What follows belongs to an exercise in optimizing a design on an open flow for small area, a short achievable clock period and few clock cycles per item; a production flow would make more cautious choices.
Power and IR drop assume default switching activity.

the reference run:
## rsa_top
module rsa_top (
  input  logic                     clk,
  input  logic                     resetn,
  input  logic                     param_valid,
  input  logic [2:0]               param_sel,
  input  logic [OPERAND_WIDTH-1:0] param_data,
  output logic                     param_ready,
  input  logic                     cmd_valid,
  input  logic [1:0]               cmd_op,
  output logic                     cmd_ready,
  output logic                     result_valid,
  output logic [OPERAND_WIDTH-1:0] result_data,
  input  logic                     result_ready,
  output logic                     busy
);
  logic                     exp_fire;
  logic [OPERAND_WIDTH-1:0] modulus;
  logic [OPERAND_WIDTH-1:0] base;
  logic [OPERAND_WIDTH-1:0] r2_mod_n;
  logic [EXP_BITS-1:0]      exponent;
  logic                     exp_done;
  assign param_ready = ~busy;
  assign cmd_ready   = ~busy;
  rsa_cmd_decode rsa_cmd_decode_inst (
    .clk         (clk),
    .param_valid (param_valid),
    .param_sel   (param_sel),
    .param_data  (param_data),
    .cmd_valid   (cmd_valid),
    .cmd_op      (cmd_op),
    .busy        (busy),
    .exp_fire    (exp_fire),
    .modulus     (modulus),
    .base        (base),
    .r2_mod_n    (r2_mod_n),
    .exponent    (exponent)
  );
  rsa_modexp rsa_modexp_inst (
  ...
==> flow/config.mk <==
export PLATFORM = sky130hd
export DESIGN_NAME = rsa_top
export DESIGN_NICKNAME = rsa_top
export VERILOG_FILES = /design/flow/design.v
export SDC_FILE = /design/flow/constraint.sdc
export NUM_CORES = 4
export LEC_CHECK = 0
export CAP_MARGIN = 20
export CORE_MARGIN = 2
export CORE_UTILIZATION = 40
export SLEW_MARGIN = 20
==> flow/constraint.sdc <==
create_clock -name core_clock -period 8.0 [get_ports {clk}]
set_input_delay 1.6000 -clock core_clock [delete_from_list [all_inputs] [get_ports {clk}]]
set_output_delay 1.6000 -clock core_clock [all_outputs]
set_load 0.01 [all_outputs]
run.sh (not shown) runs the stock make flow with config.mk's settings and CLKGATE_MAP_FILE= SYNTH_SCRIPT=/design/flow/synth_recipe.tcl, a recipe that flattens the netlist after the stock synthesis.
The reference run finished all stages; the layout is clean.
The inputs of the trial run differ from those of the reference run as listed below.
-- flow/design.v --
<<< the reference run, line 2
  localparam int OPERAND_WIDTH = 32;
  localparam int EXP_BITS = 16;
  localparam int ACC_WIDTH = OPERAND_WIDTH + 2;
  localparam logic [1:0] OP_NOP = 2'd0;
  localparam logic [1:0] OP_EXP = 2'd1;
>>> the trial run, line 2
  localparam int OPERAND_WIDTH = 32;
  localparam int EXP_BITS = 16;
  localparam int ACC_WIDTH = OPERAND_WIDTH + 1;
  localparam logic [1:0] OP_NOP = 2'd0;
  localparam logic [1:0] OP_EXP = 2'd1;
<<< the reference run, line 23
  input  logic [OPERAND_WIDTH-1:0] b,
  input  logic [OPERAND_WIDTH-1:0] modulus,
  output logic [ACC_WIDTH-1:0]     sum,
  output logic [OPERAND_WIDTH-1:0] held
);
>>> the trial run, line 23
  input  logic [OPERAND_WIDTH-1:0] b,
  input  logic [OPERAND_WIDTH-1:0] modulus,
  output logic [ACC_WIDTH:0]       sum,    
  output logic [OPERAND_WIDTH-1:0] held
);
<<< the reference run, line 66
  assign q_pred = q_digit(low_t[3:2], a_next, b[1:0], modulus[1:0]);
  assign q_init = q_digit(2'b00, a_first, b_first, modulus[1:0]);
  assign neg_n = {2'b11, ~modulus[OPERAND_WIDTH-1:1], 1'b1};
  assign sum  = s_q + c_q + {{(ACC_WIDTH-1){1'b0}}, cin_q};
  assign held = s_q[OPERAND_WIDTH-1:0];
  always_ff @(posedge clk) begin
>>> the trial run, line 66
  assign q_pred = q_digit(low_t[3:2], a_next, b[1:0], modulus[1:0]);
  assign q_init = q_digit(2'b00, a_first, b_first, modulus[1:0]);
  assign neg_n = {1'b1, ~modulus[OPERAND_WIDTH-1:1], 1'b1};
  assign sum  = {1'b0, s_q} + {1'b0, c_q} + {{ACC_WIDTH{1'b0}}, cin_q};
  assign held = s_q[OPERAND_WIDTH-1:0];
  always_ff @(posedge clk) begin
<<< the reference run, line 76
      q_q   <= q_init;
    end else if (load_sub) begin
      s_q   <= sum;
      c_q   <= neg_n;
      cin_q <= 1'b0;
>>> the trial run, line 76
      q_q   <= q_init;
    end else if (load_sub) begin
      s_q   <= sum[ACC_WIDTH-1:0];
      c_q   <= neg_n;
      cin_q <= 1'b0;
<<< the reference run, line 146
  logic [1:0]               a_bits;
  logic [1:0]               a_next;
  logic [OPERAND_WIDTH-1:0] a_src;
  logic [ACC_WIDTH-1:0]     sq_sum;
  logic [ACC_WIDTH-1:0]     acc_sum;
  logic [OPERAND_WIDTH-1:0] sq_red;
  logic [OPERAND_WIDTH-1:0] acc_red;
>>> the trial run, line 146
  logic [1:0]               a_bits;
  logic [1:0]               a_next;
  logic [1:0]               a_fetch;
  logic [OPERAND_WIDTH-1:0] a_src;
  logic [ACC_WIDTH:0]       sq_sum;
  logic [ACC_WIDTH:0]       acc_sum;
  logic [OPERAND_WIDTH-1:0] sq_red;
  logic [OPERAND_WIDTH-1:0] acc_red;
<<< the reference run, line 158
  logic [OPERAND_WIDTH-1:0] sq_held;
  logic [OPERAND_WIDTH-1:0] acc_held;
  assign conv_rnd = (rnd == 5'd0);
  assign last_rnd = (rnd == 5'd16);
  assign e_bit    = exponent[rnd[3:0] - 4'd1];
>>> the trial run, line 159
  logic [OPERAND_WIDTH-1:0] sq_held;
  logic [OPERAND_WIDTH-1:0] acc_held;
  assign last_rnd = (rnd == 5'd16);
  assign e_bit    = exponent[rnd[3:0] - 4'd1];
<<< the reference run, line 180
  always_ff @(posedge clk) begin
    if (ph_init) begin
      rnd <= '0;
    end else if (ph_sub) begin
      rnd <= rnd + 5'd1;
    end
    if (ph_iter) begin
>>> the trial run, line 180
  always_ff @(posedge clk) begin
    if (ph_init) begin
      rnd      <= '0;
      conv_rnd <= 1'b1;
    end else if (ph_sub) begin
      rnd      <= rnd + 5'd1;
      conv_rnd <= 1'b0;
    end
    if (ph_iter) begin
<<< the reference run, line 190
    end
  end
  assign a_src  = conv_rnd ? base : sq;
  assign a_next = a_src[{it_cnt + 4'd1, 1'b0} +: 2];
  assign sq_red  = sq_sum[ACC_WIDTH-1]  ? sq_held  : sq_sum[OPERAND_WIDTH-1:0];
  assign acc_red = acc_sum[ACC_WIDTH-1] ? acc_held : acc_sum[OPERAND_WIDTH-1:0];
  assign acc_take  = !conv_rnd && e_bit;
  assign a_first   = ph_init ? base[1:0] : sq_red[1:0];
>>> the trial run, line 192
    end
  end
  assign a_src   = conv_rnd ? base : sq;
  assign a_fetch = a_src[{it_cnt + 4'd2, 1'b0} +: 2];
  assign sq_red  = sq_sum[ACC_WIDTH]  ? sq_sum[OPERAND_WIDTH-1:0]  : sq_held;
  assign acc_red = acc_sum[ACC_WIDTH] ? acc_sum[OPERAND_WIDTH-1:0] : acc_held;
  assign acc_take  = !conv_rnd && e_bit;
  assign a_first   = ph_init ? base[1:0] : sq_red[1:0];
<<< the reference run, line 199
  assign acc_first = acc_take ? acc_red[1:0] : acc[1:0];
  always_ff @(posedge clk) begin
    if (ph_init | ph_sub) begin
      a_bits <= a_first;
    end else begin
      a_bits <= a_next;
    end
  end
>>> the trial run, line 201
  assign acc_first = acc_take ? acc_red[1:0] : acc[1:0];
  always_ff @(posedge clk) begin
    if (ph_init) begin
      a_bits <= base[1:0];
      a_next <= base[3:2];
    end else if (ph_sub) begin
      a_bits <= sq_red[1:0];
      a_next <= sq_red[3:2];
    end else begin
      a_bits <= a_next;
      a_next <= a_fetch;
    end
  end
==> comparison <==
The trial run improves on the reference run in die area. Against the reference run, post-route minimum period in the trial run came out better. As far as routed length on met1 is concerned, the reference run and the trial run perform about the same. Looking only at power, and setting everything else aside, the lower value of the reference run and the trial run goes to the trial run. The reference run → the trial run: clock-buffer cell count went up 2, sequential cell fraction of total power went up 0.2 points, global router's overall resource usage dropped 0.24 points.
Function was not checked in any run of this note: the RTL went through the layout flow alone.

afterwards: timing with drivers on the ports:
The results above use ideal ports. As a check the final layouts listed here were re-extracted and re-timed, cells and wires unchanged.
Step 1 assumes that a clkbuf_16 drives the clock port and a buf_2 every other input.
Step 2, shift: input delay + t, output delay - t, t = (earliest + latest rising clock arrival at the registers) / 2. This alone moves slack from input paths to output paths.
a / b / c = no drivers / after step 1 / after step 2; a / b = the first two.
run	t (ns)	setup slack, ns	clock arrival spread, ns	worst register clock-pin slew, ns	worst slew at a driven data input, ns
the reference run	0.627	3.475 / 3.475 / 3.475	0.019 / 0.019	0.07 / 0.07	0.05
the trial run	0.625	3.495 / 3.495 / 3.495	0.025 / 0.024	0.07 / 0.07	0.04
After both steps every run listed still meets setup and hold.
